Source: an optimization exercise on an open RTL-to-GDS flow (aim: small area, a short achievable clock period and few clock cycles per item). Production flows keep margins and buffers that such runs may drop. Function was checked by simulation only, so behaviour that the tests miss may differ from the original.

## flow/design.v (module list and top-level ports; edited modules follow where they fit)
// module pid_booth: 17 lines
// module pid_mul: 903 lines
// module sat_mul: 13 lines
// module pid_fa: 4 lines
// module pid_ha: 4 lines
// module pid_cell: 159 lines
module pid_cell #(
    parameter int                     DATA_WIDTH = 32,
    parameter int                     DATA_SIZE  = 128,
    parameter int                     FRAC_BITS  = pid_pkg::FRAC_BITS_DEF,
    parameter logic signed [DATA_WIDTH-1:0] OUT_MAX = 32'h7FFFFFFF,
    parameter logic signed [DATA_WIDTH-1:0] OUT_MIN = 32'h80000000
) (
    input  logic                  aclk,
    input  logic                  aresetn,
    input  logic [DATA_SIZE-1:0]  regs_in,
    input  logic                  param_en,
    input  logic [DATA_WIDTH-1:0] s_data,
    input  logic                  s_valid,
    output logic                  s_ready,
    output logic [DATA_WIDTH-1:0] m_data,
    output logic                  m_valid,
    input  logic                  m_ready,
    output logic                  busy
);
  // ...
==> flow/flow/run.sh <==
#!/bin/bash
set -euo pipefail
bash standard.sh finish SETUP_SLACK_MARGIN=10 > standard_finish.log 2>&1
==> flow/standard.sh <==
#!/bin/bash
# synth_recipe.tcl (not shown) runs the flow's synth.tcl, then flattens the netlist and writes it again
# the make line also repeats each setting of config.mk as NAME=value (left out here)
make -C /OpenROAD-flow-scripts/flow DESIGN_CONFIG=/design/flow/config.mk WORK_HOME=/design/flow/orfs CLKGATE_MAP_FILE= SYNTH_SCRIPT=/design/flow/synth_recipe.tcl "${@:-finish}"
==> flow/config.mk <==
export PLATFORM = sky130hd
export DESIGN_NAME = pid_cell
export DESIGN_NICKNAME = pid_cell
export VERILOG_FILES = /design/flow/design.v
export SDC_FILE = /design/flow/constraint.sdc
export NUM_CORES = 4
export LEC_CHECK = 0
export ABC_AREA = 1
export CAP_MARGIN = 20
export CORE_MARGIN = 2
export CORE_UTILIZATION = 55
export SLEW_MARGIN = 20
export SYNTH_HIERARCHICAL = 1
export SYNTH_MINIMUM_KEEP_SIZE = 0
export TNS_END_PERCENT = 5
==> flow/constraint.sdc <==
create_clock -name core_clock -period 16.0 [get_ports {aclk}]
set_input_delay 3.2000 -clock core_clock [delete_from_list [all_inputs] [get_ports {aclk}]]
set_output_delay 3.2000 -clock core_clock [all_outputs]
set_load 0.01 [all_outputs]
==> results.ini, run 1 <==
[status]
status=no timing/DRC/antenna violations

[logic_synthesis]
synth_top_family_by_area=adder cells
yosysMostFrequentCell=xor2_1
syn_area_per_cell_um2=8.78
seq_area_frac_synth_pct=13.5
ys.flop_type=dfrtp_1
synth_cells=11000
yosys.area.top_type=fa_1

[drt]
wl_met1_mm=144
top_layer=met5
first_pass_iters=15

[worst_setup_path]
arrival_ns=6.99
reg2regPathDepth=22
cp_cell_sequence=clkinv_2, buf_12, o22ai_4, xor2_2, fa_1, fa_1, fa_2, fa_1, fa_1, fa_2, ha_4, a21oi_4, a21boi_4, o21bai_4, a21oi_2, nand2_1, nand2_2, nand2_4, o31ai_4, nand2_8, nand2_4, o21ai_2
critPathMaxFanout=16
slowest_stage=fa_2

[global_routing]
antenna_found_initial=16
met3_usage_pct=16.5
top_usage_layer=met2

[clocking]
cts_hold_buf=0
clkLatencyLatePin_ns=0.80
cts_buffers=60
cts_resized=843
cts_max_path_buffers=3

[timing]
max_freq_mhz=155
setup-tns-final_ns=0

[floorplan]
dieHeight_um=423
die_w_um=423

[layout]
nets=13100
design_area_um2=112000
area_delta_synth_final_pct=16.2
final-clk-cell-share_pct=1.88
multi_input_area_um2=79400

[hold_path]
worstHoldStart=integ[0]
hold_path_end=integ[0]

[place]
port_buffers=199

Testbench counts, summed over its fixed seeds: cycles 2,176, items 2,048.
==> module sat_mul, before the edit <==
module sat_mul #(
    parameter int DATA_WIDTH = 32,
    parameter int FRAC_BITS  = 16
) (
    input  logic signed [DATA_WIDTH-1:0] a,
    input  logic signed [DATA_WIDTH-1:0] b,
    output logic signed [DATA_WIDTH-1:0] y
);
    logic [15:0] bo, bt, bn;
    logic        bs;
    pid_booth u_enc (.b(b), .bo(bo), .bt(bt), .bn(bn), .bs(bs));
    pid_mul   u_mul (.a(a), .bo(bo), .bt(bt), .bn(bn), .bs(bs), .y(y));
endmodule
==> module pid_cell, before the edit <==
module pid_cell #(
    parameter int                     DATA_WIDTH = 32,
    parameter int                     DATA_SIZE  = 128,
    parameter int                     FRAC_BITS  = pid_pkg::FRAC_BITS_DEF,
    parameter logic signed [DATA_WIDTH-1:0] OUT_MAX = 32'h7FFFFFFF,
    parameter logic signed [DATA_WIDTH-1:0] OUT_MIN = 32'h80000000
) (
    input  logic                  aclk,
    input  logic                  aresetn,
    input  logic [DATA_SIZE-1:0]  regs_in,
    input  logic                  param_en,
    input  logic [DATA_WIDTH-1:0] s_data,
    input  logic                  s_valid,
    output logic                  s_ready,
    output logic [DATA_WIDTH-1:0] m_data,
    output logic                  m_valid,
    input  logic                  m_ready,
    output logic                  busy
);
    localparam int W = DATA_WIDTH;
    localparam logic signed [W-1:0] SMAX = {1'b0, {(W-1){1'b1}}};
    localparam logic signed [W-1:0] SMIN = {1'b1, {(W-1){1'b0}}};
    logic signed [W-1:0] sp;
    logic [W/2-1:0]      kp_o, kp_t, kp_n, ki_o, ki_t, ki_n, kd_o, kd_t, kd_n;
    logic [W/2-1:0]      rp_o, rp_t, rp_n, ri_o, ri_t, ri_n, rd_o, rd_t, rd_n;
    logic                kp_s, ki_s, kd_s, rp_s, ri_s, rd_s;    
    logic signed [W-1:0] e_prev, integ;
    logic                pending;
    logic                v0;
    logic signed [W-1:0] e0, de0;
    logic                v1;
    logic signed [W-1:0] p1, i1, d1;
    logic                skid_v;
    logic [W-1:0]        skid;
    logic adv, acc, out_free, load_g;
    assign adv      = !skid_v;
    assign acc      = s_valid && s_ready;
    assign out_free = !m_valid || m_ready;
    localparam bit FULL_RANGE = (OUT_MAX == SMAX) && (OUT_MIN == SMIN);
    function automatic logic signed [W-1:0] sat1(input logic signed [W:0] v);
        sat1 = (v[W] == v[W-1]) ? v[W-1:0] : {v[W], {(W-1){~v[W]}}};
    endfunction
    function automatic logic signed [W-1:0] sat2(input logic signed [W+1:0] v);
        sat2 = (v[W+1:W-1] == 3'b000 || v[W+1:W-1] == 3'b111) ? v[W-1:0]
             : {v[W+1], {(W-1){~v[W+1]}}};
    endfunction
    function automatic logic signed [W-1:0] clamp_out(input logic signed [W+1:0] v);
        if (FULL_RANGE) begin
            clamp_out = sat2(v);
        end else if (v > $signed({{2{OUT_MAX[W-1]}}, OUT_MAX})) begin
            clamp_out = OUT_MAX;
        end else if (v < $signed({{2{OUT_MIN[W-1]}}, OUT_MIN})) begin
            clamp_out = OUT_MIN;
        end else begin
            clamp_out = v[W-1:0];
        end
    endfunction
    logic signed [W:0]   d_sy, d_mn;
    logic signed [W+1:0] d_ky;
    logic signed [W-1:0] e_in, de_in, d_max, d_min;
    logic                ovf_p, ovf_n;
    always_comb begin
        d_sy  = $signed({sp[W-1], sp}) - $signed({s_data[W-1], s_data});
        d_ky  = $signed({{2{sp[W-1]}}, sp}) - $signed({{2{e_prev[W-1]}}, e_prev})
              - $signed({{2{s_data[W-1]}}, s_data});
        d_max = e_prev[W-1] ? SMAX : {1'b0, ~e_prev[W-2:0]};
        d_mn  = $signed({SMIN[W-1], SMIN}) - $signed({e_prev[W-1], e_prev});
        d_min = sat1(d_mn);
        ovf_p = !d_sy[W] &&  d_sy[W-1];
        ovf_n =  d_sy[W] && !d_sy[W-1];
        e_in  = sat1(d_sy);
        if (ovf_p)      de_in = d_max;
        else if (ovf_n) de_in = d_min;
        else            de_in = sat2(d_ky);
    end
    pid_booth u_enc_p (.b(regs_in[pid_pkg::WORD_KP*W +: W]), .bo(rp_o), .bt(rp_t), .bn(rp_n), .bs(rp_s));
    pid_booth u_enc_i (.b(regs_in[pid_pkg::WORD_KI*W +: W]), .bo(ri_o), .bt(ri_t), .bn(ri_n), .bs(ri_s));
    pid_booth u_enc_d (.b(regs_in[pid_pkg::WORD_KD*W +: W]), .bo(rd_o), .bt(rd_t), .bn(rd_n), .bs(rd_s));
    logic signed [W-1:0] p_m, i_m, d_m;
    pid_mul u_mul_p (.a(e0),  .bo(kp_o), .bt(kp_t), .bn(kp_n), .bs(kp_s), .y(p_m));
    pid_mul u_mul_i (.a(e0),  .bo(ki_o), .bt(ki_t), .bn(ki_n), .bs(ki_s), .y(i_m));
    pid_mul u_mul_d (.a(de0), .bo(kd_o), .bt(kd_t), .bn(kd_n), .bs(kd_s), .y(d_m));
    logic signed [W-1:0] integ_next, res;
    always_comb begin
        integ_next = clamp_out($signed({{2{integ[W-1]}}, integ}) + $signed({{2{i1[W-1]}}, i1}));
        res        = clamp_out($signed({{2{p1[W-1]}}, p1}) + $signed({{2{integ_next[W-1]}}, integ_next})
                             + $signed({{2{d1[W-1]}}, d1}));
    end
    assign load_g = (param_en || pending) && !acc && !(v0 && !adv);
    logic pending_n, skid_v_n;
    always_comb begin
        pending_n = (param_en || pending) && !load_g;
        skid_v_n  = skid_v ? !out_free : (v1 && !out_free);
    end
    always_ff @(posedge aclk or negedge aresetn) begin
        if (!aresetn) begin
            sp      <= '0;
            kp_o    <= '0;
            kp_t    <= '0;
            kp_n    <= '0;
            kp_s    <= 1'b0;
            ki_o    <= '0;
            ki_t    <= '0;
            ki_n    <= '0;
            ki_s    <= 1'b0;
            kd_o    <= '0;
            kd_t    <= '0;
            kd_n    <= '0;
            kd_s    <= 1'b0;
            e_prev  <= '0;
            integ   <= '0;
            pending <= 1'b0;
            v0      <= 1'b0;
            v1      <= 1'b0;
            skid_v  <= 1'b0;
            m_valid <= 1'b0;
            s_ready <= 1'b1;
            busy    <= 1'b0;
        end else begin
            if (param_en) sp <= regs_in[pid_pkg::WORD_SP*W +: W];
            if (load_g) begin
                kp_o <= rp_o;
                kp_t <= rp_t;
                kp_n <= rp_n;
                kp_s <= rp_s;
                ki_o <= ri_o;
                ki_t <= ri_t;
                ki_n <= ri_n;
                ki_s <= ri_s;
                kd_o <= rd_o;
                kd_t <= rd_t;
                kd_n <= rd_n;
                kd_s <= rd_s;
            end
            pending <= pending_n;
            if (acc) e_prev <= e_in;
            if (adv) begin
                v0 <= acc;
                v1 <= v0;
                if (v1) integ <= integ_next;
            end
            skid_v  <= skid_v_n;
            if (out_free) m_valid <= skid_v || v1;
            s_ready <= !skid_v_n && !pending_n;
            busy    <= (adv ? (acc || v0) : (v0 || v1)) || (m_valid && !m_ready) || skid_v || v1;
        end
    end
    always_ff @(posedge aclk) begin
        if (adv) begin
            e0  <= e_in;
            de0 <= de_in;
            p1  <= p_m;
            i1  <= i_m;
            d1  <= d_m;
        end
        if (!skid_v && v1 && !out_free) skid <= res;
        if (out_free) m_data <= skid_v ? skid : res;
    end
endmodule
==> run 2, diff against run 1 <==
--- a/flow/design.v
+++ b/flow/design.v
@@ -32,17 +32,19 @@
     end endgenerate
 endmodule
 module pid_mul (
     input  logic [31:0] a,
     input  logic [15:0] bo,
     input  logic [15:0] bt,
     input  logic [15:0] bn,
     input  logic        bs,
-    output logic [31:0] y
+    output logic [31:0] sw,    
+    output logic        inr,   
+    output logic        sgn    
 );
     genvar g;
     logic [32:0] ax;
     assign ax = {a[31], a};
     logic [32:0] pp [16];
     generate for (g = 0; g < 16; g++) begin : g_pp
         assign pp[g] = (({33{bo[g]}} & ax) | ({33{bt[g]}} & {ax[31:0], 1'b0})) ^ {33{bn[g]}};
     end endgenerate
@@ -884,17 +886,16 @@
     assign p5[30] = p4[30] & p4[14];
     assign g5[31] = g4[31] | (p4[31] & g4[15]);
     assign p5[31] = p4[31] & p4[15];
     assign g5[32] = g4[32] | (p4[32] & g4[16]);
     assign p5[32] = p4[32] & p4[16];
     logic [32:32] g6, p6;
     assign g6[32] = g5[32] | (p5[32] & g0[0]);
     assign p6[32] = p5[32] & p0[0];
-    logic [31:0] sw;
     assign sw[0] = p0[1] ^ g0[0];
     assign sw[1] = p0[2] ^ g1[1];
     assign sw[2] = p0[3] ^ g2[2];
     assign sw[3] = p0[4] ^ g2[3];
     assign sw[4] = p0[5] ^ g3[4];
     assign sw[5] = p0[6] ^ g3[5];
     assign sw[6] = p0[7] ^ g3[6];
     assign sw[7] = p0[8] ^ g3[7];
@@ -921,36 +922,37 @@
     assign sw[28] = p0[29] ^ g5[28];
     assign sw[29] = p0[30] ^ g5[29];
     assign sw[30] = p0[31] ^ g5[30];
     assign sw[31] = p0[32] ^ g5[31];
     logic [63:47] hx, ho, hn;
     assign hx = ra[63:47] ^ rb[63:47];
     assign ho = ra[63:47] | rb[63:47];
     assign hn = ra[63:47] & rb[63:47];
-    logic all0, all1, inr;
+    logic all0, all1;
     assign all0 = (ho[62:47] == hx[63:48]) && (g5[31] == hx[47]);
     assign all1 = (hn[62:47] == ~hx[63:48]) && (g5[31] != hx[47]);
     assign inr  = all0 || all1;
-    logic sgn;
     assign sgn = a[31] ^ bs;
-    assign y = inr ? sw : {sgn, {(31){~sgn}}};
 endmodule
 module sat_mul #(
     parameter int DATA_WIDTH = 32,
     parameter int FRAC_BITS  = 16
 ) (
     input  logic signed [DATA_WIDTH-1:0] a,
     input  logic signed [DATA_WIDTH-1:0] b,
     output logic signed [DATA_WIDTH-1:0] y
 );
     logic [15:0] bo, bt, bn;
     logic        bs;
     pid_booth u_enc (.b(b), .bo(bo), .bt(bt), .bn(bn), .bs(bs));
-    pid_mul   u_mul (.a(a), .bo(bo), .bt(bt), .bn(bn), .bs(bs), .y(y));
+    logic [31:0] sw;
+    logic        inr, sgn;
+    pid_mul   u_mul (.a(a), .bo(bo), .bt(bt), .bn(bn), .bs(bs), .sw(sw), .inr(inr), .sgn(sgn));
+    assign y = inr ? sw : {sgn, {(31){~sgn}}};
 endmodule
 module pid_fa (input logic a, input logic b, input logic c, output logic s, output logic co);
     assign s  = a ^ b ^ c;
     assign co = (a & b) | (a & c) | (b & c);
 endmodule
 module pid_ha (input logic a, input logic b, output logic s, output logic co);
     assign s  = a ^ b;
     assign co = a & b;
@@ -977,73 +979,88 @@
     localparam int W = DATA_WIDTH;
     localparam logic signed [W-1:0] SMAX = {1'b0, {(W-1){1'b1}}};
     localparam logic signed [W-1:0] SMIN = {1'b1, {(W-1){1'b0}}};
     logic signed [W-1:0] sp;
     logic [W/2-1:0]      kp_o, kp_t, kp_n, ki_o, ki_t, ki_n, kd_o, kd_t, kd_n;
     logic [W/2-1:0]      rp_o, rp_t, rp_n, ri_o, ri_t, ri_n, rd_o, rd_t, rd_n;
     logic                kp_s, ki_s, kd_s, rp_s, ri_s, rd_s;    
     logic signed [W-1:0] e_prev, integ;
+    logic signed [W+1:0] k_se;          
     logic                pending;
     logic                v0;
     logic signed [W-1:0] e0, de0;
     logic                v1;
-    logic signed [W-1:0] p1, i1, d1;
+    logic [W-1:0]        p1w, i1w, d1w;    
+    logic                p1r, i1r, d1r;    
+    logic                p1s, i1s, d1s;    
     logic                skid_v;
     logic [W-1:0]        skid;
     logic adv, acc, out_free, load_g;
     assign adv      = !skid_v;
     assign acc      = s_valid && s_ready;
     assign out_free = !m_valid || m_ready;
     localparam bit FULL_RANGE = (OUT_MAX == SMAX) && (OUT_MIN == SMIN);
     function automatic logic signed [W-1:0] sat1(input logic signed [W:0] v);
         sat1 = (v[W] == v[W-1]) ? v[W-1:0] : {v[W], {(W-1){~v[W]}}};
     endfunction
     function automatic logic signed [W-1:0] sat2(input logic signed [W+1:0] v);
         sat2 = (v[W+1:W-1] == 3'b000 || v[W+1:W-1] == 3'b111) ? v[W-1:0]
              : {v[W+1], {(W-1){~v[W+1]}}};
     endfunction
+    function automatic logic signed [W-1:0] sat3(input logic signed [W+2:0] v);
+        sat3 = (v[W+2:W-1] == 4'b0000 || v[W+2:W-1] == 4'b1111) ? v[W-1:0]
+             : {v[W+2], {(W-1){~v[W+2]}}};
+    endfunction
     function automatic logic signed [W-1:0] clamp_out(input logic signed [W+1:0] v);
         if (FULL_RANGE) begin
             clamp_out = sat2(v);
         end else if (v > $signed({{2{OUT_MAX[W-1]}}, OUT_MAX})) begin
             clamp_out = OUT_MAX;
         end else if (v < $signed({{2{OUT_MIN[W-1]}}, OUT_MIN})) begin
             clamp_out = OUT_MIN;
         end else begin
             clamp_out = v[W-1:0];
         end
     endfunction
     logic signed [W:0]   d_sy, d_mn;
-    logic signed [W+1:0] d_ky;
+    logic signed [W+2:0] d_ky;
+    logic signed [W+1:0] k_max, k_min, k_ld;
     logic signed [W-1:0] e_in, de_in, d_max, d_min;
     logic                ovf_p, ovf_n;
     always_comb begin
         d_sy  = $signed({sp[W-1], sp}) - $signed({s_data[W-1], s_data});
-        d_ky  = $signed({{2{sp[W-1]}}, sp}) - $signed({{2{e_prev[W-1]}}, e_prev})
-              - $signed({{2{s_data[W-1]}}, s_data});
+        d_ky  = $signed({k_se[W+1], k_se}) - $signed({{3{s_data[W-1]}}, s_data});
         d_max = e_prev[W-1] ? SMAX : {1'b0, ~e_prev[W-2:0]};
         d_mn  = $signed({SMIN[W-1], SMIN}) - $signed({e_prev[W-1], e_prev});
         d_min = sat1(d_mn);
         ovf_p = !d_sy[W] &&  d_sy[W-1];
         ovf_n =  d_sy[W] && !d_sy[W-1];
         e_in  = sat1(d_sy);
         if (ovf_p)      de_in = d_max;
         else if (ovf_n) de_in = d_min;
-        else            de_in = sat2(d_ky);
+        else            de_in = sat3(d_ky);
+        k_max = $signed({{2{sp[W-1]}}, sp}) - $signed({2'b00, SMAX});
+        k_min = $signed({{2{sp[W-1]}}, sp}) - $signed({2'b11, SMIN});
+        k_ld  = $signed({{2{regs_in[pid_pkg::WORD_SP*W+W-1]}}, regs_in[pid_pkg::WORD_SP*W +: W]})
+              - $signed({{2{e_prev[W-1]}}, e_prev});
     end
     pid_booth u_enc_p (.b(regs_in[pid_pkg::WORD_KP*W +: W]), .bo(rp_o), .bt(rp_t), .bn(rp_n), .bs(rp_s));
     pid_booth u_enc_i (.b(regs_in[pid_pkg::WORD_KI*W +: W]), .bo(ri_o), .bt(ri_t), .bn(ri_n), .bs(ri_s));
     pid_booth u_enc_d (.b(regs_in[pid_pkg::WORD_KD*W +: W]), .bo(rd_o), .bt(rd_t), .bn(rd_n), .bs(rd_s));
-    logic signed [W-1:0] p_m, i_m, d_m;
-    pid_mul u_mul_p (.a(e0),  .bo(kp_o), .bt(kp_t), .bn(kp_n), .bs(kp_s), .y(p_m));
-    pid_mul u_mul_i (.a(e0),  .bo(ki_o), .bt(ki_t), .bn(ki_n), .bs(ki_s), .y(i_m));
-    pid_mul u_mul_d (.a(de0), .bo(kd_o), .bt(kd_t), .bn(kd_n), .bs(kd_s), .y(d_m));
-    logic signed [W-1:0] integ_next, res;
+    logic [W-1:0] p_w, i_w, d_w;
+    logic         p_r, i_r, d_r, p_s, i_s, d_s;
+    pid_mul u_mul_p (.a(e0),  .bo(kp_o), .bt(kp_t), .bn(kp_n), .bs(kp_s), .sw(p_w), .inr(p_r), .sgn(p_s));
+    pid_mul u_mul_i (.a(e0),  .bo(ki_o), .bt(ki_t), .bn(ki_n), .bs(ki_s), .sw(i_w), .inr(i_r), .sgn(i_s));
+    pid_mul u_mul_d (.a(de0), .bo(kd_o), .bt(kd_t), .bn(kd_n), .bs(kd_s), .sw(d_w), .inr(d_r), .sgn(d_s));
+    logic signed [W-1:0] p1, i1, d1, integ_next, res;
     always_comb begin
+        p1         = p1r ? p1w : {p1s, {(W-1){~p1s}}};
+        i1         = i1r ? i1w : {i1s, {(W-1){~i1s}}};
+        d1         = d1r ? d1w : {d1s, {(W-1){~d1s}}};
         integ_next = clamp_out($signed({{2{integ[W-1]}}, integ}) + $signed({{2{i1[W-1]}}, i1}));
         res        = clamp_out($signed({{2{p1[W-1]}}, p1}) + $signed({{2{integ_next[W-1]}}, integ_next})
                              + $signed({{2{d1[W-1]}}, d1}));
     end
     assign load_g = (param_en || pending) && !acc && !(v0 && !adv);
     logic pending_n, skid_v_n;
     always_comb begin
         pending_n = (param_en || pending) && !load_g;
@@ -1060,57 +1077,68 @@
             ki_t    <= '0;
             ki_n    <= '0;
             ki_s    <= 1'b0;
             kd_o    <= '0;
             kd_t    <= '0;
             kd_n    <= '0;
             kd_s    <= 1'b0;
             e_prev  <= '0;
+            k_se    <= '0;
             integ   <= '0;
             pending <= 1'b0;
             v0      <= 1'b0;
             v1      <= 1'b0;
             skid_v  <= 1'b0;
             m_valid <= 1'b0;
             s_ready <= 1'b1;
             busy    <= 1'b0;
         end else begin
-            if (param_en) sp <= regs_in[pid_pkg::WORD_SP*W +: W];
             if (load_g) begin
+                sp <= regs_in[pid_pkg::WORD_SP*W +: W];
+                k_se <= k_ld;
                 kp_o <= rp_o;
                 kp_t <= rp_t;
                 kp_n <= rp_n;
                 kp_s <= rp_s;
                 ki_o <= ri_o;
                 ki_t <= ri_t;
                 ki_n <= ri_n;
                 ki_s <= ri_s;
                 kd_o <= rd_o;
                 kd_t <= rd_t;
                 kd_n <= rd_n;
                 kd_s <= rd_s;
             end
             pending <= pending_n;
-            if (acc) e_prev <= e_in;
+            if (acc) begin
+                e_prev <= e_in;
+                k_se   <= ovf_p ? k_max : ovf_n ? k_min : $signed({{2{s_data[W-1]}}, s_data});
+            end
             if (adv) begin
                 v0 <= acc;
                 v1 <= v0;
                 if (v1) integ <= integ_next;
             end
             skid_v  <= skid_v_n;
             if (out_free) m_valid <= skid_v || v1;
             s_ready <= !skid_v_n && !pending_n;
             busy    <= (adv ? (acc || v0) : (v0 || v1)) || (m_valid && !m_ready) || skid_v || v1;
         end
     end
     always_ff @(posedge aclk) begin
         if (adv) begin
             e0  <= e_in;
             de0 <= de_in;
-            p1  <= p_m;
-            i1  <= i_m;
-            d1  <= d_m;
+            p1w <= p_w;
+            p1r <= p_r;
+            p1s <= p_s;
+            i1w <= i_w;
+            i1r <= i_r;
+            i1s <= i_s;
+            d1w <= d_w;
+            d1r <= d_r;
+            d1s <= d_s;
         end
         if (!skid_v && v1 && !out_free) skid <= res;
         if (out_free) m_data <= skid_v ? skid : res;
     end
 endmodule
--- a/flow/config.mk
+++ b/flow/config.mk
@@ -7,9 +7,8 @@
 export LEC_CHECK = 0
 export ABC_AREA = 1
 export CAP_MARGIN = 20
 export CORE_MARGIN = 2
 export CORE_UTILIZATION = 55
 export SLEW_MARGIN = 20
 export SYNTH_HIERARCHICAL = 1
 export SYNTH_MINIMUM_KEEP_SIZE = 0
-export TNS_END_PERCENT = 5
==> results.ini, run 2 <==
[status]
status=no timing/DRC/antenna violations

[drt]
via_count=96300
drc=0
viasPerCell=6.75
drtIter0Drc=13900
first_pass_iters=10  ; -5
ant_nets=0
wl_mm=425
wl_per_cell_um=29.8

[logic_synthesis]
ys_top_cells_by_area=fa_1 26%, xor2_1 15%, o22ai_1 9.5%, ha_1 7.6%, dfrtp_1 7.1%
seq_area_frac_synth_pct=14.1  ; +0.64 points
syn_area_per_cell_um2=8.41  ; -4.3%
syn_area_um2=99200
synth_cells=11800  ; +7.5%
synth_top_area_share_pct=26.5
ys.flop_type=dfrtp_1
yosys.area.top_type=fa_1
yosysMostFrequentCell=nand2_1
synth_common_cells=1870 x nand2_1, 1725 x xor2_1, 1504 x o22ai_1
yosysWarnings=10
ys_types=56
synthesis.nets=13900
ys_async_sr_fraction_pct=55.2
ys_ff_latch=513
synth_edf_count=230

[worst_setup_path]
crit_type=register to register
r2r_slack_ns=9.77
slowest_delay_ns=0.65
cp-start-kind=register
worst_setup_path_end_kind=register
critPathMaxFanout=31  ; +15
cp_cell_sequence=inv_1, buf_6, o22ai_1, xor2_1, fa_1, fa_1, fa_1, fa_1, fa_1, fa_2, ha_4, a21oi_4, o21ai_0, a211oi_1, o311ai_2, buf_4, xor2_1
arrival_ns=6.66  ; -0.33 ns
crit_buf_inv=3
slowest_stage=fa_2
crit_top_cell=fa_1
cp_top_family=adder cells
critPathRequiredTime_ns=16.43

[clocking]
cts_max_path_buffers=3  ; unchanged
cts_buffers=68  ; +13%
clkLatencyLatePin_ns=0.72  ; -0.08 ns
cts_sinks=513
cts_tree=built
cts-root-buf=clkbuf_16
htreeDepth=3
clk_pin_slew_ns=0.06

[timing]
rsz0062_at_grt=yes
hold_viol=0
max_freq_mhz=161  ; +3.8%
post-route-min-period_ns=6.23
setup_violations=0
relSlewSlack_pct=26.4
drv_slew=0
worst_slew_pin_slew_ns=1.10
setup-tns-final_ns=0  ; unchanged
hold_slack_ns=0.479
finalClockSkew_ns=0.0471
final.period_utilization_pct=38.9

[global_routing]
grt_overflow_total=0
grt.total_usage_pct=43.0
grt_pass1_wl_mm=602
grt_pass1_vias=94600
grt_max_degree=77
antenna_found_initial=19  ; +3

[layout]
drive_gt1_share_pct=15.0
final_cell_mix=1767 x nand2_1, 1691 x xor2_1, 1446 x o22ai_1
nets=13900  ; +6.3%
largest-register=k_se
area_delta_synth_final_pct=17.2
largest_register_ffs=33
design_area_um2=116000  ; +3.8%
mostFrequentLayoutCell=nand2_1

[flow_run]
max-cap-violations=0

[place]
gp_congestion=1.00
dpl_cell_area_um2=103000
port_buffers=199  ; unchanged
dp_hpwl_mm=269

[floorplan]
core_area_um2=179000
start_util_pct=55.5
die_w_um=429  ; +1.4%
dieHeight_um=429  ; +1.4%
fp.dieArea_um2=184000
rows=155
ios=200

[hold_path]
worstHoldPathType=register to register

-- run 2: cell count changes after synthesis, moves of 35 or more --
cell	before	now
o21ai_2	76	4
nand2_1	1526	1870
inv_1	955	1024
mux2_2	177	0
xor2_1	1652	1725
o21ai_0	210	419
nor2_1	421	495
clkbuf_1	684	719
buf_2	28	145
buf_1	104	23
a21oi_1	323	470
-- run 2: path summary, 6_finish.rpt --
check | cells past startpoint | from | to
max | 17 | ki_o[9] | i1w[25]
min | 2 | kp_t[15] | kp_t[15]
max reg2reg | 17 | ki_o[9] | i1w[25]
min reg2reg | 2 | kp_t[15] | kp_t[15]
max in group asynchronous | 3 | aresetn | sp[5]
min in group asynchronous | 1 | aresetn | kp_n[1]
-- run 2: repair_timing --
action,CTS,global route
gates cloned,42,57
endpoints found under the setup margin,262,250
resized for setup,598,1037
buffers inserted,115,193
pin swaps,42,265
hold buffers,0,0
endpoints found under the hold margin,0,0
-- run 2: routing by layer --
layer	GRT usage (%)	part of all wire, %	wire (um)	up-vias
li1	-	-	-	39600
met5	0.781	0.040	171	-
met3	14.6	14	59400	2144
met1	55.1	37	156000	46700
met4	23.8	7.5	31800	10
met2	63.8	42	177000	7784
-- run 2: layout make-up --
cell class / instances / area (um2)
Tap cell: 2355 / 2950
Multi-Input combinational cell: 9325 / 81800
Inverter: 1051 / 4240
Fill cell: 15000 / 62500
Clock buffer: 89 / 1850
Timing Repair inverter: 5 / 37.5
Sequential cell: 513 / 14100
Timing Repair Buffer: 866 / 10900
Antenna cell: 18 / 45.0
Clock inverter: 35 / 373
-- run 2: modules after synthesis, one instance, submodules excluded --
module	area (um2)	copies in the design	flip-flops and latches	cells
pid_ha	12.5	129	0	1
pid_cell	33300	1	513	4402
pid_mul	12300	3	0	1890
pid_fa	20.0	1272	0	1
pid_booth	593	3	0	110
-- run 2: worst min-delay path: stages (launching register included) --
cell and delay [ns]:
dfrtp_1 0.34, nand2_1 0.05, nand2_1 0.05
-- run 2: cell families (layout without fill, tap and decap cells) --
kind of cell / after synthesis / after routing / synth area share, %
other cells: 0 / 18 / 0
buf+inv: 1969 / 2046 / 7.78
fa+ha+maj: 1915 / 1915 / 34.1
xor+xnor: 1830 / 1830 / 16.2
compound gates: 2632 / 2633 / 15.7
flops: 513 / 513 / 14.1
simple gates: 2944 / 2947 / 12.2
-- run 2: per-stage QoR --
step           setup slack [ns]  instances  util [%]
6_report                   9.77      14300      65.1
5_1_grt                    9.73      14200      65.0
4_1_cts                    9.89      14000      61.0
3_5_place_dp               7.87      13700      57.3
3_3_place_gp               7.88      13700      57.3
2_1_floorplan             10.01      11800         -
Testbench counts of run 2, summed over its fixed seeds: cycles 2,176, items 2,048.
==> run 3, diff against run 2 <==
--- a/flow/design.v
+++ b/flow/design.v
@@ -32,5 +32,5 @@
     end endgenerate
 endmodule
-module pid_mul (
+module pid_mul_t (
     input  logic [31:0] a,
     input  logic [15:0] bo,
@@ -38,7 +38,10 @@
     input  logic [15:0] bn,
     input  logic        bs,
-    output logic [31:0] sw,    
-    output logic        inr,   
-    output logic        sgn    
+    output logic [47:16] ra,
+    output logic [47:16] rb,
+    output logic        cin,
+    output logic        ok0,
+    output logic        ok1,
+    output logic        sgn
 );
     genvar g;
@@ -610,10 +613,29 @@
     assign lb = {t869, t867, t865, t863, t861, t859, t857, t855, t853, t851, t849, t847, t845, bn[1], 1'b0, bn[0]};
     assign lsum = {1'b0, la} + {1'b0, lb};
-    logic [63:16] ra, rb;
-    assign ra = {1'b1, t962, t960, t958, t956, t954, t952, t950, t948, t946, t944, t942, t940, t938, t936, t934, t932, t930, t928, t926, t924, t922, t920, t918, t916, t914, t912, t910, t908, t906, t904, t902, t900, t898, t896, t894, t892, t890, t888, t886, t884, t882, t880, t878, t876, t874, t872, t870};
-    assign rb = {1'b0, ~pp[15][32], t961, t959, t957, t955, t953, t951, t949, t947, t945, t943, t941, t939, t937, t935, t933, t931, t929, t927, t925, t923, t921, t919, t917, t915, t913, t911, t909, t907, t905, t903, t901, t899, t897, t895, t893, t891, t889, t887, t885, t883, t881, t879, t877, t875, t873, t871};
+    assign cin = lsum[16];
+    assign ra = {t932, t930, t928, t926, t924, t922, t920, t918, t916, t914, t912, t910, t908, t906, t904, t902, t900, t898, t896, t894, t892, t890, t888, t886, t884, t882, t880, t878, t876, t874, t872, t870};
+    assign rb = {t933, t931, t929, t927, t925, t923, t921, t919, t917, t915, t913, t911, t909, t907, t905, t903, t901, t899, t897, t895, t893, t891, t889, t887, t885, t883, t881, t879, t877, t875, t873, t871};
+    logic [63:47] ha, hb, hx, ho, hn;
+    assign ha = {1'b1, t962, t960, t958, t956, t954, t952, t950, t948, t946, t944, t942, t940, t938, t936, t934, t932};
+    assign hb = {1'b0, ~pp[15][32], t961, t959, t957, t955, t953, t951, t949, t947, t945, t943, t941, t939, t937, t935, t933};
+    assign hx = ha ^ hb;
+    assign ho = ha | hb;
+    assign hn = ha & hb;
+    assign ok0 = (ho[62:47] == hx[63:48]);
+    assign ok1 = (hn[62:47] == ~hx[63:48]);
+    assign sgn = a[31] ^ bs;
+endmodule
+module pid_mul_a (
+    input  logic [47:16] ra,
+    input  logic [47:16] rb,
+    input  logic        cin,
+    input  logic        ok0,
+    input  logic        ok1,
+    output logic [31:0] sw,
+    output logic        inr
+);
     logic [32:0] g0, p0;
-    assign g0 = {ra[47:16] & rb[47:16], lsum[16]};
-    assign p0 = {ra[47:16] ^ rb[47:16], 1'b0};
+    assign g0 = {ra & rb, cin};
+    assign p0 = {ra ^ rb, 1'b0};
     logic [32:1] g1, p1;
     assign g1[1] = g0[1] | (p0[1] & g0[0]);
@@ -924,13 +946,5 @@
     assign sw[30] = p0[31] ^ g5[30];
     assign sw[31] = p0[32] ^ g5[31];
-    logic [63:47] hx, ho, hn;
-    assign hx = ra[63:47] ^ rb[63:47];
-    assign ho = ra[63:47] | rb[63:47];
-    assign hn = ra[63:47] & rb[63:47];
-    logic all0, all1;
-    assign all0 = (ho[62:47] == hx[63:48]) && (g5[31] == hx[47]);
-    assign all1 = (hn[62:47] == ~hx[63:48]) && (g5[31] != hx[47]);
-    assign inr  = all0 || all1;
-    assign sgn = a[31] ^ bs;
+    assign inr = (ok0 && (g5[31] == p0[32])) || (ok1 && (g5[31] != p0[32]));
 endmodule
 module sat_mul #(
@@ -945,7 +959,10 @@
     logic        bs;
     pid_booth u_enc (.b(b), .bo(bo), .bt(bt), .bn(bn), .bs(bs));
+    logic [47:16] ra, rb;
     logic [31:0] sw;
-    logic        inr, sgn;
-    pid_mul   u_mul (.a(a), .bo(bo), .bt(bt), .bn(bn), .bs(bs), .sw(sw), .inr(inr), .sgn(sgn));
+    logic        cin, ok0, ok1, inr, sgn;
+    pid_mul_t u_mt  (.a(a), .bo(bo), .bt(bt), .bn(bn), .bs(bs), .ra(ra), .rb(rb), .cin(cin),
+                     .ok0(ok0), .ok1(ok1), .sgn(sgn));
+    pid_mul_a u_ma  (.ra(ra), .rb(rb), .cin(cin), .ok0(ok0), .ok1(ok1), .sw(sw), .inr(inr));
     assign y = inr ? sw : {sgn, {(31){~sgn}}};
 endmodule
@@ -977,20 +994,22 @@
     output logic                  busy
 );
-    localparam int W = DATA_WIDTH;
+    localparam int W  = DATA_WIDTH;
+    localparam int NG = W / 2;           
+    localparam int CS = 32;              
     localparam logic signed [W-1:0] SMAX = {1'b0, {(W-1){1'b1}}};
     localparam logic signed [W-1:0] SMIN = {1'b1, {(W-1){1'b0}}};
+    localparam bit FULL_RANGE = (OUT_MAX == SMAX) && (OUT_MIN == SMIN);
     logic signed [W-1:0] sp;
-    logic [W/2-1:0]      kp_o, kp_t, kp_n, ki_o, ki_t, ki_n, kd_o, kd_t, kd_n;
-    logic [W/2-1:0]      rp_o, rp_t, rp_n, ri_o, ri_t, ri_n, rd_o, rd_t, rd_n;
-    logic                kp_s, ki_s, kd_s, rp_s, ri_s, rd_s;    
+    logic [NG-1:0]       kp_o, kp_t, kp_n, ki_o, ki_t, ki_n, kd_o, kd_t, kd_n;
+    logic                kp_s, ki_s, kd_s;             
     logic signed [W-1:0] e_prev, integ;
-    logic signed [W+1:0] k_se;          
+    logic signed [W+1:0] k_se;                         
     logic                pending;
-    logic                v0;
-    logic signed [W-1:0] e0, de0;
-    logic                v1;
-    logic [W-1:0]        p1w, i1w, d1w;    
-    logic                p1r, i1r, d1r;    
-    logic                p1s, i1s, d1s;    
+    logic                v0, v1, v2, v3;
+    logic [W-1:0]        y0;
+    logic signed [W-1:0] e1, de1;
+    logic [CS-1:0]       pa2, pb2, ia2, ib2, da2, db2;
+    logic                pc2, ic2, dc2, pz2, iz2, dz2, pu2, iu2, du2, ps2, is2, ds2;
+    logic signed [W-1:0] p3, in3, d3;
     logic                skid_v;
     logic [W-1:0]        skid;
@@ -999,5 +1018,4 @@
     assign acc      = s_valid && s_ready;
     assign out_free = !m_valid || m_ready;
-    localparam bit FULL_RANGE = (OUT_MAX == SMAX) && (OUT_MIN == SMIN);
     function automatic logic signed [W-1:0] sat1(input logic signed [W:0] v);
         sat1 = (v[W] == v[W-1]) ? v[W-1:0] : {v[W], {(W-1){~v[W]}}};
@@ -1024,10 +1042,10 @@
     logic signed [W:0]   d_sy, d_mn;
     logic signed [W+2:0] d_ky;
-    logic signed [W+1:0] k_max, k_min, k_ld;
-    logic signed [W-1:0] e_in, de_in, d_max, d_min;
+    logic signed [W+1:0] k_max, k_min, k_reg;
+    logic signed [W-1:0] e_c, de_c, d_max, d_min;
     logic                ovf_p, ovf_n;
     always_comb begin
-        d_sy  = $signed({sp[W-1], sp}) - $signed({s_data[W-1], s_data});
-        d_ky  = $signed({k_se[W+1], k_se}) - $signed({{3{s_data[W-1]}}, s_data});
+        d_sy  = $signed({sp[W-1], sp}) - $signed({y0[W-1], y0});
+        d_ky  = $signed({k_se[W+1], k_se}) - $signed({{3{y0[W-1]}}, y0});
         d_max = e_prev[W-1] ? SMAX : {1'b0, ~e_prev[W-2:0]};
         d_mn  = $signed({SMIN[W-1], SMIN}) - $signed({e_prev[W-1], e_prev});
@@ -1035,35 +1053,46 @@
         ovf_p = !d_sy[W] &&  d_sy[W-1];
         ovf_n =  d_sy[W] && !d_sy[W-1];
-        e_in  = sat1(d_sy);
-        if (ovf_p)      de_in = d_max;
-        else if (ovf_n) de_in = d_min;
-        else            de_in = sat3(d_ky);
+        e_c   = sat1(d_sy);
+        if (ovf_p)      de_c = d_max;
+        else if (ovf_n) de_c = d_min;
+        else            de_c = sat3(d_ky);
         k_max = $signed({{2{sp[W-1]}}, sp}) - $signed({2'b00, SMAX});
         k_min = $signed({{2{sp[W-1]}}, sp}) - $signed({2'b11, SMIN});
-        k_ld  = $signed({{2{regs_in[pid_pkg::WORD_SP*W+W-1]}}, regs_in[pid_pkg::WORD_SP*W +: W]})
-              - $signed({{2{e_prev[W-1]}}, e_prev});
+        k_reg = $signed({{2{sp[W-1]}}, sp}) - $signed({{2{e_prev[W-1]}}, e_prev});
     end
+    logic [NG-1:0] rp_o, rp_t, rp_n, ri_o, ri_t, ri_n, rd_o, rd_t, rd_n;
+    logic          rp_s, ri_s, rd_s;
     pid_booth u_enc_p (.b(regs_in[pid_pkg::WORD_KP*W +: W]), .bo(rp_o), .bt(rp_t), .bn(rp_n), .bs(rp_s));
     pid_booth u_enc_i (.b(regs_in[pid_pkg::WORD_KI*W +: W]), .bo(ri_o), .bt(ri_t), .bn(ri_n), .bs(ri_s));
     pid_booth u_enc_d (.b(regs_in[pid_pkg::WORD_KD*W +: W]), .bo(rd_o), .bt(rd_t), .bn(rd_n), .bs(rd_s));
+    logic [CS-1:0] pa_t, pb_t, ia_t, ib_t, da_t, db_t;
+    logic          pc_t, ic_t, dc_t, pz_t, iz_t, dz_t, pu_t, iu_t, du_t, ps_t, is_t, ds_t;
+    pid_mul_t u_mt_p (.a(e1),  .bo(kp_o), .bt(kp_t), .bn(kp_n), .bs(kp_s), .ra(pa_t), .rb(pb_t),
+                      .cin(pc_t), .ok0(pz_t), .ok1(pu_t), .sgn(ps_t));
+    pid_mul_t u_mt_i (.a(e1),  .bo(ki_o), .bt(ki_t), .bn(ki_n), .bs(ki_s), .ra(ia_t), .rb(ib_t),
+                      .cin(ic_t), .ok0(iz_t), .ok1(iu_t), .sgn(is_t));
+    pid_mul_t u_mt_d (.a(de1), .bo(kd_o), .bt(kd_t), .bn(kd_n), .bs(kd_s), .ra(da_t), .rb(db_t),
+                      .cin(dc_t), .ok0(dz_t), .ok1(du_t), .sgn(ds_t));
     logic [W-1:0] p_w, i_w, d_w;
-    logic         p_r, i_r, d_r, p_s, i_s, d_s;
-    pid_mul u_mul_p (.a(e0),  .bo(kp_o), .bt(kp_t), .bn(kp_n), .bs(kp_s), .sw(p_w), .inr(p_r), .sgn(p_s));
-    pid_mul u_mul_i (.a(e0),  .bo(ki_o), .bt(ki_t), .bn(ki_n), .bs(ki_s), .sw(i_w), .inr(i_r), .sgn(i_s));
-    pid_mul u_mul_d (.a(de0), .bo(kd_o), .bt(kd_t), .bn(kd_n), .bs(kd_s), .sw(d_w), .inr(d_r), .sgn(d_s));
-    logic signed [W-1:0] p1, i1, d1, integ_next, res;
+    logic         p_r, i_r, d_r;
+    pid_mul_a u_ma_p (.ra(pa2), .rb(pb2), .cin(pc2), .ok0(pz2), .ok1(pu2), .sw(p_w), .inr(p_r));
+    pid_mul_a u_ma_i (.ra(ia2), .rb(ib2), .cin(ic2), .ok0(iz2), .ok1(iu2), .sw(i_w), .inr(i_r));
+    pid_mul_a u_ma_d (.ra(da2), .rb(db2), .cin(dc2), .ok0(dz2), .ok1(du2), .sw(d_w), .inr(d_r));
+    logic signed [W-1:0] p_c, i_c, d_c, integ_next;
     always_comb begin
-        p1         = p1r ? p1w : {p1s, {(W-1){~p1s}}};
-        i1         = i1r ? i1w : {i1s, {(W-1){~i1s}}};
-        d1         = d1r ? d1w : {d1s, {(W-1){~d1s}}};
-        integ_next = clamp_out($signed({{2{integ[W-1]}}, integ}) + $signed({{2{i1[W-1]}}, i1}));
-        res        = clamp_out($signed({{2{p1[W-1]}}, p1}) + $signed({{2{integ_next[W-1]}}, integ_next})
-                             + $signed({{2{d1[W-1]}}, d1}));
+        p_c        = p_r ? p_w : {ps2, {(W-1){~ps2}}};
+        i_c        = i_r ? i_w : {is2, {(W-1){~is2}}};
+        d_c        = d_r ? d_w : {ds2, {(W-1){~ds2}}};
+        integ_next = clamp_out($signed({{2{integ[W-1]}}, integ}) + $signed({{2{i_c[W-1]}}, i_c}));
     end
-    assign load_g = (param_en || pending) && !acc && !(v0 && !adv);
-    logic pending_n, skid_v_n;
+    logic signed [W-1:0] res;
+    assign res = clamp_out($signed({{2{p3[W-1]}}, p3}) + $signed({{2{in3[W-1]}}, in3})
+                         + $signed({{2{d3[W-1]}}, d3}));
+    assign load_g = (param_en || pending) && !acc && !v0 && !(v1 && !adv);
+    logic pending_n, skid_v_n, mvalid_n;
     always_comb begin
         pending_n = (param_en || pending) && !load_g;
-        skid_v_n  = skid_v ? !out_free : (v1 && !out_free);
+        skid_v_n  = skid_v ? !out_free : (v3 && !out_free);
+        mvalid_n  = out_free ? (skid_v || v3) : m_valid;
     end
     always_ff @(posedge aclk or negedge aresetn) begin
@@ -1088,4 +1117,6 @@
             v0      <= 1'b0;
             v1      <= 1'b0;
+            v2      <= 1'b0;
+            v3      <= 1'b0;
             skid_v  <= 1'b0;
             m_valid <= 1'b0;
@@ -1094,6 +1125,5 @@
         end else begin
             if (load_g) begin
-                sp <= regs_in[pid_pkg::WORD_SP*W +: W];
-                k_se <= k_ld;
+                sp   <= regs_in[pid_pkg::WORD_SP*W +: W];
                 kp_o <= rp_o;
                 kp_t <= rp_t;
@@ -1110,34 +1140,52 @@
             end
             pending <= pending_n;
-            if (acc) begin
-                e_prev <= e_in;
-                k_se   <= ovf_p ? k_max : ovf_n ? k_min : $signed({{2{s_data[W-1]}}, s_data});
-            end
             if (adv) begin
                 v0 <= acc;
                 v1 <= v0;
-                if (v1) integ <= integ_next;
+                v2 <= v1;
+                v3 <= v2;
+                if (v0) e_prev <= e_c;
+                if (v2) integ <= integ_next;
+            end
+            if (adv && v0) begin
+                k_se <= ovf_p ? k_max : ovf_n ? k_min : $signed({{2{y0[W-1]}}, y0});
+            end else begin
+                k_se <= k_reg;
             end
             skid_v  <= skid_v_n;
-            if (out_free) m_valid <= skid_v || v1;
+            m_valid <= mvalid_n;
             s_ready <= !skid_v_n && !pending_n;
-            busy    <= (adv ? (acc || v0) : (v0 || v1)) || (m_valid && !m_ready) || skid_v || v1;
+            busy    <= (adv ? (acc || v0 || v1 || v2) : (v0 || v1 || v2 || v3))
+                    || mvalid_n || skid_v_n;
         end
     end
     always_ff @(posedge aclk) begin
         if (adv) begin
-            e0  <= e_in;
-            de0 <= de_in;
-            p1w <= p_w;
-            p1r <= p_r;
-            p1s <= p_s;
-            i1w <= i_w;
-            i1r <= i_r;
-            i1s <= i_s;
-            d1w <= d_w;
-            d1r <= d_r;
-            d1s <= d_s;
+            y0  <= s_data;
+            e1  <= e_c;
+            de1 <= de_c;
+            pa2 <= pa_t;
+            pb2 <= pb_t;
+            pc2 <= pc_t;
+            pz2 <= pz_t;
+            pu2 <= pu_t;
+            ps2 <= ps_t;
+            ia2 <= ia_t;
+            ib2 <= ib_t;
+            ic2 <= ic_t;
+            iz2 <= iz_t;
+            iu2 <= iu_t;
+            is2 <= is_t;
+            da2 <= da_t;
+            db2 <= db_t;
+            dc2 <= dc_t;
+            dz2 <= dz_t;
+            du2 <= du_t;
+            ds2 <= ds_t;
+            p3  <= p_c;
+            in3 <= integ_next;
+            d3  <= d_c;
         end
-        if (!skid_v && v1 && !out_free) skid <= res;
+        if (!skid_v && v3 && !out_free) skid <= res;
         if (out_free) m_data <= skid_v ? skid : res;
     end
==> flow/flow/run.sh (replaced) <==
#!/bin/bash
set -euo pipefail
bash standard.sh finish SETUP_SLACK_MARGIN=11.5 > standard_finish.log 2>&1
--- a/flow/config.mk
+++ b/flow/config.mk
@@ -13,2 +13,3 @@
 export SYNTH_HIERARCHICAL = 1
 export SYNTH_MINIMUM_KEEP_SIZE = 0
+export TNS_END_PERCENT = 5
==> results.ini, run 3 <==
[layout]
drive_gt1_share_pct=10.9  ; -4.1 points
nets=14200  ; +2.3%
final_cell_mix=2228 x nand2_1, 1677 x xor2_1, 1426 x o22ai_1
mostFrequentLayoutCell=nand2_1
largest_register_ffs=33  ; unchanged
multi_input_area_um2=80900  ; -1.1%
final-seq-area_um2=21000  ; +49%
num-fill-cells=17300  ; +15%
area_delta_synth_final_pct=9.75
design_area_um2=120000  ; +3.4%
largest-register=k_se

[timing]
finalClockSkew_ns=0.0694  ; +0.0223 ns
worst_slew_pin_slew_ns=1.31  ; +0.209 ns
relSlewSlack_pct=11.5  ; -15 points
rsz0062_at_grt=yes
hold_viol=0  ; unchanged
setup-tns-final_ns=0  ; unchanged
hold_slack_ns=0.483  ; +0.00399 ns
post-route-min-period_ns=4.91  ; -1.31 ns
drv_slew=0  ; unchanged
setup_violations=0  ; unchanged
max_freq_mhz=203  ; +27%
worst_slack_ns=11.09  ; +1.31 ns
final.period_utilization_pct=30.7  ; -8.2 points

[worst_setup_path]
crit_buf_inv=2  ; -1
slowest_delay_ns=0.60  ; -0.05 ns
critPathRequiredTime_ns=16.42  ; about the same
cp_cell_sequence=inv_1, buf_4, o22ai_1, xor2_1, ha_1, fa_1, fa_1, fa_1, fa_1, fa_1
reg2regPathDepth=10  ; -7
worst_setup_path_end_kind=register
slowest_stage=fa_1
crit_top_cell=fa_1
cp_top_family=adder cells
cp-start-kind=register
crit_type=register to register
critPathMaxFanout=32  ; +3.2%
path_depth=10  ; -7
arrival_ns=5.34  ; -1.32 ns

[drt]
wl_per_cell_um=29.3  ; -1.7%
via_count=97900  ; +1.7%
viasPerCell=6.57  ; -2.7%
drc=0  ; unchanged
first_pass_iters=10  ; unchanged
wl_mm=436  ; +2.6%
drtIter0Drc=13000  ; -6.1%
ant_nets=0  ; unchanged

[logic_synthesis]
ys.flop_type=edfxtp_1
ys_async_sr_fraction_pct=38.3  ; -17 points
yosysWarnings=10  ; unchanged
yosysMostFrequentCell=nand2_1
syn_area_per_cell_um2=8.78  ; +4.5%
seq_area_frac_synth_pct=19.1  ; +5.0 points
synth_top_family_by_area=adder cells
ys_top_cells_by_area=fa_1 24%, xor2_1 14%, edfxtp_1 13%, o22ai_1 8.3%, nand2_1 7.9%
yosys.area_share.simple_pct=12.7  ; +0.56 points
synth_fa_ha_area_share_pct=30.8  ; -3.3 points
synth_compound_area_share_pct=14.0  ; -1.7 points
synth_edf_count=460  ; +100%
ys_ff_latch=745  ; +45%
syn_area_um2=110000  ; +10%
synthMuxAreaShare_pct=0  ; unchanged
ys_types=66  ; +18%
synth_common_cells=2294 x nand2_1, 1690 x xor2_1, 1455 x o22ai_1
synthesis.nets=14600  ; +4.8%
synth_xor_area_share_pct=14.2  ; -2.0 points
synth_cells=12500  ; +5.7%
yosys.area.top_type=fa_1
synth_top_area_share_pct=24.0  ; -2.5 points

[place]
place_worst_setup_slack_ns=9.15  ; +1.28 ns
dpl_cell_area_um2=111000  ; +8.2%
port_buffers=199  ; unchanged
dp_hpwl_mm=288  ; +7.0%
gp_congestion=0.983  ; -2.1%

[global_routing]
grt_overflow_total=0  ; unchanged
grt_pass1_vias=100000  ; +6.1%
grt.total_usage_pct=41.6  ; -1.5 points
grt_pass1_wl_mm=635  ; +5.5%
antenna_found_initial=15  ; -4
grt_max_degree=140  ; +82%

[floorplan]
dieHeight_um=450  ; +5.1%
ios=200  ; unchanged
core_area_um2=198000  ; +11%
die_w_um=450  ; +5.1%
start_util_pct=55.5  ; about the same
fp.dieArea_um2=203000  ; +10%
rows=163  ; +5.2%

[status]
status=no timing/DRC/antenna violations

[clocking]
cts_buffers=94  ; +38%
cts_tree=built
cts-root-buf=clkbuf_16
clk_pin_slew_ns=0.07  ; about the same
clkLatencyLatePin_ns=0.78  ; +0.06 ns
cts_hold_buf=0  ; unchanged
cts_max_path_buffers=3  ; unchanged
htreeDepth=3  ; unchanged
cts_sinks=745  ; +45%

[hold_path]
hold_depth=2  ; unchanged
worstHoldPathType=register to register

[flow_run]
max-cap-violations=0  ; unchanged

==> run 3: Yosys stat by module, one instance, submodules excluded <==
module / area, um2 / copies in the design
pid_booth: 593 / 3
pid_cell: 40000 / 1
pid_fa: 20.0 / 1272
pid_ha: 12.5 / 129
pid_mul_a: 2130 / 3
pid_mul_t: 11500 / 3
==> run 3: timing repair <==
action / in CTS / in global routing
setup endpoints to repair: 539 / 610
endpoints found under the hold margin: 0 / 0
cloned: 33 / 16
pin swaps: 54 / 145
setup buffers: 83 / 80
gates resized for setup: 463 / 457
==> run 3: per-stage QoR <==
| stage | utilization (%) | std cells |
|---|---|---|
| 6_report | 60.9 | 14900 |
| 5_1_grt | 60.9 | 14900 |
| 4_1_cts | 59.4 | 14800 |
| 3_5_place_dp | 56.1 | 14500 |
| 3_3_place_gp | 56.1 | 14500 |
| 2_1_floorplan | - | 12500 |
==> run 3: final timing paths <==
path | startpoint | endpoint | slack (ns)
min in group asynchronous | aresetn | ki_o[14] | 2.45
hold / removal | ki_t[15] | ki_t[15] | 0.48
hold reg to reg | ki_t[15] | ki_t[15] | 0.48
setup / recovery | e1[12] | pb2[15] | 11.09
max in group asynchronous | aresetn | e_prev[1] | 11.65
setup reg to reg | e1[12] | pb2[15] | 11.09
==> run 3: kinds of logic (layout without fill, tap and decap cells) <==
logic type / Yosys count / count (layout)
DFF: 745 / 745
buffers and inverters: 2154 / 1913
AOI/OAI and AO/OA: 2490 / 2490
and+or+nand+nor: 3404 / 3407
xor gates and xnor gates: 1778 / 1778
other: 0 / 7
adders and majority gates: 1909 / 1909
==> run 3: metal layers <==
layer  vias to the layer above  part of all wire [%]  GRT usage, %  wire length [um]
li1                      40800                     -             -                 -
met1                     47600                    36          51.8            159000
met2                      7345                    43          62.1            188000
met3                      2061                    13          14.1             56600
met4                        18                   7.5          25.7             32500
met5                         -                 0.079         0.426               343
==> run 3: area by class of cell <==
| type | instances | area share [%] |
|---|---|---|
| multi-input combinational | 9584 | 67.3 |
| sequential | 745 | 17.5 |
| timing repair buffer | 677 | 6.34 |
| inverter | 1056 | 3.48 |
| tap | 2640 | 2.75 |
| clock buffer | 118 | 2.08 |
| clock inverter | 58 | 0.568 |
| timing repair inverter | 4 | 0.0281 |
| antenna | 7 | 0.0146 |
==> run 3: worst min-delay path, stage by stage (launching register included) <==
cell and delay [ns]:
dfrtp_1 0.34, nand2_1 0.05, nand2_1 0.06
Testbench counts of run 3, summed over its fixed seeds: cycles 2,240, items 2,048.
==> run 4, diff against run 3 <==
--- a/flow/design.v
+++ b/flow/design.v
@@ -1003,13 +1003,13 @@
     logic [NG-1:0]       kp_o, kp_t, kp_n, ki_o, ki_t, ki_n, kd_o, kd_t, kd_n;
     logic                kp_s, ki_s, kd_s;             
-    logic signed [W-1:0] e_prev, integ;
+    logic signed [W-1:0] e_prev, integ;     
     logic signed [W+1:0] k_se;                         
     logic                pending;
     logic                v0, v1, v2, v3;
     logic [W-1:0]        y0;
-    logic signed [W-1:0] e1, de1;
+    logic signed [W-1:0] de1;
     logic [CS-1:0]       pa2, pb2, ia2, ib2, da2, db2;
     logic                pc2, ic2, dc2, pz2, iz2, dz2, pu2, iu2, du2, ps2, is2, ds2;
-    logic signed [W-1:0] p3, in3, d3;
+    logic signed [W:0]   pd3;              
     logic                skid_v;
     logic [W-1:0]        skid;
@@ -1068,7 +1068,7 @@
     logic [CS-1:0] pa_t, pb_t, ia_t, ib_t, da_t, db_t;
     logic          pc_t, ic_t, dc_t, pz_t, iz_t, dz_t, pu_t, iu_t, du_t, ps_t, is_t, ds_t;
-    pid_mul_t u_mt_p (.a(e1),  .bo(kp_o), .bt(kp_t), .bn(kp_n), .bs(kp_s), .ra(pa_t), .rb(pb_t),
+    pid_mul_t u_mt_p (.a(e_prev),  .bo(kp_o), .bt(kp_t), .bn(kp_n), .bs(kp_s), .ra(pa_t), .rb(pb_t),
                       .cin(pc_t), .ok0(pz_t), .ok1(pu_t), .sgn(ps_t));
-    pid_mul_t u_mt_i (.a(e1),  .bo(ki_o), .bt(ki_t), .bn(ki_n), .bs(ki_s), .ra(ia_t), .rb(ib_t),
+    pid_mul_t u_mt_i (.a(e_prev),  .bo(ki_o), .bt(ki_t), .bn(ki_n), .bs(ki_s), .ra(ia_t), .rb(ib_t),
                       .cin(ic_t), .ok0(iz_t), .ok1(iu_t), .sgn(is_t));
     pid_mul_t u_mt_d (.a(de1), .bo(kd_o), .bt(kd_t), .bn(kd_n), .bs(kd_s), .ra(da_t), .rb(db_t),
@@ -1080,4 +1080,5 @@
     pid_mul_a u_ma_d (.ra(da2), .rb(db2), .cin(dc2), .ok0(dz2), .ok1(du2), .sw(d_w), .inr(d_r));
     logic signed [W-1:0] p_c, i_c, d_c, integ_next;
+    logic signed [W:0]   pd_c;
     always_comb begin
         p_c        = p_r ? p_w : {ps2, {(W-1){~ps2}}};
@@ -1085,8 +1086,8 @@
         d_c        = d_r ? d_w : {ds2, {(W-1){~ds2}}};
         integ_next = clamp_out($signed({{2{integ[W-1]}}, integ}) + $signed({{2{i_c[W-1]}}, i_c}));
+        pd_c       = $signed({p_c[W-1], p_c}) + $signed({d_c[W-1], d_c});
     end
     logic signed [W-1:0] res;
-    assign res = clamp_out($signed({{2{p3[W-1]}}, p3}) + $signed({{2{in3[W-1]}}, in3})
-                         + $signed({{2{d3[W-1]}}, d3}));
+    assign res = clamp_out($signed({pd3[W], pd3}) + $signed({{2{integ[W-1]}}, integ}));
     assign load_g = (param_en || pending) && !acc && !v0 && !(v1 && !adv);
     logic pending_n, skid_v_n, mvalid_n;
@@ -1163,5 +1164,4 @@
         if (adv) begin
             y0  <= s_data;
-            e1  <= e_c;
             de1 <= de_c;
             pa2 <= pa_t;
@@ -1183,7 +1183,5 @@
             du2 <= du_t;
             ds2 <= ds_t;
-            p3  <= p_c;
-            in3 <= integ_next;
-            d3  <= d_c;
+            pd3 <= pd_c;
         end
         if (!skid_v && v3 && !out_free) skid <= res;
==> results.ini, run 4 <==
[layout]
reg_top3=k_se x33, pd3 x33
num-fill-cells=16900  ; -2.5%
mostFrequentLayoutCell=nand2_1
area_delta_synth_final_pct=10.9
nets=14300  ; +0.58%
final_cell_mix=2056 x nand2_1, 1699 x xor2_1, 1409 x o22ai_1
drive_gt1_share_pct=12.6  ; +1.7 points
fin_cells=14900  ; -0.16%

[hold_path]
hold_depth=2  ; unchanged
worstHoldPathType=register to register
worstHoldStart=ki_t[15]
hold_path_end=ki_t[15]

[place]
dp_cells=14400  ; -0.35%
dp_hpwl_mm=287  ; -0.24%
gp_congestion=0.969  ; -1.4%
place_worst_setup_slack_ns=9.31  ; +0.159 ns
port_buffers=199  ; unchanged

[timing]
setup_violations=0  ; unchanged
rsz0062_at_grt=yes
finalClockSkew_ns=0.0586  ; -0.0108 ns
relSlewSlack_pct=3.95  ; -7.6 points
final.period_utilization_pct=29.8  ; -0.88 points
hold_viol=0  ; unchanged
worst_slew_pin_slew_ns=1.44  ; +0.127 ns
drv_slew=0  ; unchanged
setup-tns-final_ns=0  ; unchanged
post-route-min-period_ns=4.77  ; -0.141 ns
worst_slack_ns=11.23  ; +0.141 ns
max_freq_mhz=209  ; +3.0%

[global_routing]
grt_pass1_wl_mm=628  ; -1.1%
top_usage_layer=met2
use_met1_pct=52.1  ; +0.30 points
grt_pass1_vias=98700  ; -1.7%
antenna_found_initial=20  ; +5
met3_usage_pct=12.9  ; -1.2 points
use_met2_pct=63.0  ; +0.92 points
grt_overflow_total=0  ; unchanged
grt_max_degree=168  ; +20%
grt.total_usage_pct=42.0  ; +0.46 points

[clocking]
cts_buffers=82  ; -13%
clk_pin_slew_ns=0.05  ; -0.02 ns
cts_sinks=650  ; -13%
cts_tree=built
cts-root-buf=clkbuf_16
htreeDepth=3  ; unchanged
cts_hold_buf=0  ; unchanged
cts_max_path_buffers=3  ; unchanged
clkLatencyLatePin_ns=0.78  ; about the same

[logic_synthesis]
yosysWarnings=10  ; unchanged
yosysMostFrequentCell=nand2_1
synthesis.nets=14600  ; +0.44%
synth_top_area_share_pct=23.8  ; -0.13 points
yosys.area.top_type=fa_1
synth_cells=12500  ; +0.50%
ys.flop_type=edfxtp_1
ys_async_sr_fraction_pct=43.8  ; +5.6 points
ys_ff_latch=650  ; -13%
ys_types=64  ; -3.0%
ys_top_cells_by_area=fa_1 24%, xor2_1 14%, edfxtp_1 10%, o22ai_1 8.5%, nand2_1 7.4%
seq_area_frac_synth_pct=16.8  ; -2.3 points
syn_area_um2=108000  ; -1.8%
synth_edf_count=365  ; -21%
syn_area_per_cell_um2=8.58  ; -2.3%
synth_common_cells=2126 x nand2_1, 1730 x xor2_1, 1454 x o22ai_1

[drt]
wl_mm=436  ; about the same
drtIter0Drc=12700  ; -2.1%
drc=0  ; unchanged
wl_per_cell_um=29.3  ; +0.18%
viasPerCell=6.61  ; +0.62%
ant_nets=0  ; unchanged
via_count=98300  ; +0.46%
first_pass_iters=11  ; +1

[worst_setup_path]
cp-start-kind=register
arrival_ns=5.23  ; -0.11 ns
crit_type=register to register
critPathMaxFanout=10  ; -69%
r2r-end=ib2[21]
r2r-start=ki_o[10]
reg2regPathDepth=11  ; +1
critPathRequiredTime_ns=16.46  ; +0.04 ns
worst_setup_path_end_kind=register
r2r_slack_ns=11.23  ; +0.14 ns

[floorplan]
ios=200  ; unchanged
dieHeight_um=446  ; -0.92%
core_area_um2=195000  ; -1.5%
die_w_um=446  ; -0.92%
fp.dieArea_um2=199000  ; -1.8%
start_util_pct=55.3  ; -0.17 points
rows=162  ; -0.61%

[status]
status=no timing/DRC/antenna violations

[flow_run]
max-cap-violations=0  ; unchanged

run 4: logic make-up (layout without fill, tap and decap cells):
logic type	after synthesis	in the layout	synth area share (%)
compound gates	2597	2597	14.7
other cells	0	12	0
buf+inv	2204	1960	9.57
xor+xnor	1821	1821	14.8
simple gates	3359	3372	12.9
fa+ha+maj	1911	1911	31.2
flops	650	650	16.8
run 4: layout make-up:
class	instances	area [um2]	share of cell area (%)
Clock inverter	49	534	0.448
Multi-Input combinational cell	9701	82600	69.2
Antenna cell	12	30.0	0.0252
Clock buffer	104	2240	1.88
Timing Repair Buffer	694	8130	6.81
Timing Repair inverter	4	30.0	0.0252
Tap cell	2542	3180	2.67
Sequential cell	650	18200	15.3
Inverter	1109	4370	3.67
run 4: worst max-delay path by stage:
| stage | to | cells past startpoint | start |
|---|---|---|---|
| 6_report | ib2[21] | 11 | ki_o[10] |
| 2_1_floorplan | skid[0] | 3 | m_ready |
| 3_5_place_dp | integ[4] | 31 | ia2[0] |
| 4_1_cts | pz2 | 16 | e_prev[25] |
| 3_3_place_gp | integ[30] | 27 | ia2[0] |
| 5_1_grt | du2 | 16 | de1[28] |
run 4: repair_timing:
item | in CTS | in global routing
cloned | 31 | 25
buffers inserted | 95 | 108
resized for setup | 481 | 743
pin swaps | 32 | 211
endpoints found under the setup margin | 464 | 548
run 4: critical path, stage by stage (launching register included):
cell and delay [ns]:
dfrtp_2 0.54, clkinvlp_4 0.18, buf_12 0.17, buf_4 0.17
o22ai_1 0.22, xor2_1 0.24, fa_1 0.49, fa_1 0.45
fa_1 0.54, fa_1 0.48, fa_1 0.54, fa_1 0.44
run 4: layer usage:
layer  part of all wire, %  wire length, um  vias up
li1                      -                -    41100
met1                    37           160000    47500
met2                    43           188000     7422
met3                    12            52300     2295
met4                   8.2            35700        8
met5                 0.022               96        -
run 4: through the flow:
step	hold WS, ns	cell area [um2]	util, %
after detailed placement	0.475	109000	55.8
after CTS	0.493	115000	58.9
final	0.490	119000	61.3
after global routing	0.504	119000	61.3
after global placement	0.472	109000	55.8
after floorplan	0.444	108000	-
run 4: Yosys stat by module, one instance, submodules excluded:
module     flops+latches  times used  area, um2
pid_fa                 0        1272       20.0
pid_ha                 0         129       12.5
pid_mul_a              0           3       2130
pid_cell             650           1      37900
pid_mul_t              0           3      11500
pid_booth              0           3        593
Testbench counts of run 4, summed over its fixed seeds: cycles 2,240, items 2,048.

## separate check: timing with driven ports
The results above use ideal ports. As a check the final layouts listed here were re-extracted and re-timed, cells and wires unchanged.
Step 1 sets driving cells, clkbuf_16 on the clock port and buf_2 on the other inputs (assumed; they add their load-dependent delay and slew).
Step 2, shift: input delay + t, output delay - t, t = (earliest + latest rising clock arrival at the registers) / 2. This alone moves slack from input paths to output paths.
Slacks: ideal ports / drivers / drivers and shift; pairs: ideal ports / drivers.
run	t, ns	setup WS [ns]	pins driven straight from the clock port
run 1	0.836	9.536 / 9.536 / 9.000	1
run 2	0.789	9.773 / 9.773 / 9.408	1
run 3	0.836	11.085 / 11.085 / 10.499	1
run 4	0.841	11.226 / 11.226 / 10.614	1
After both steps every run listed still meets setup and hold. For run 4, which loses most, drivers alone change the setup slack by 0.000 ns; drivers and shift together by -0.612 ns.
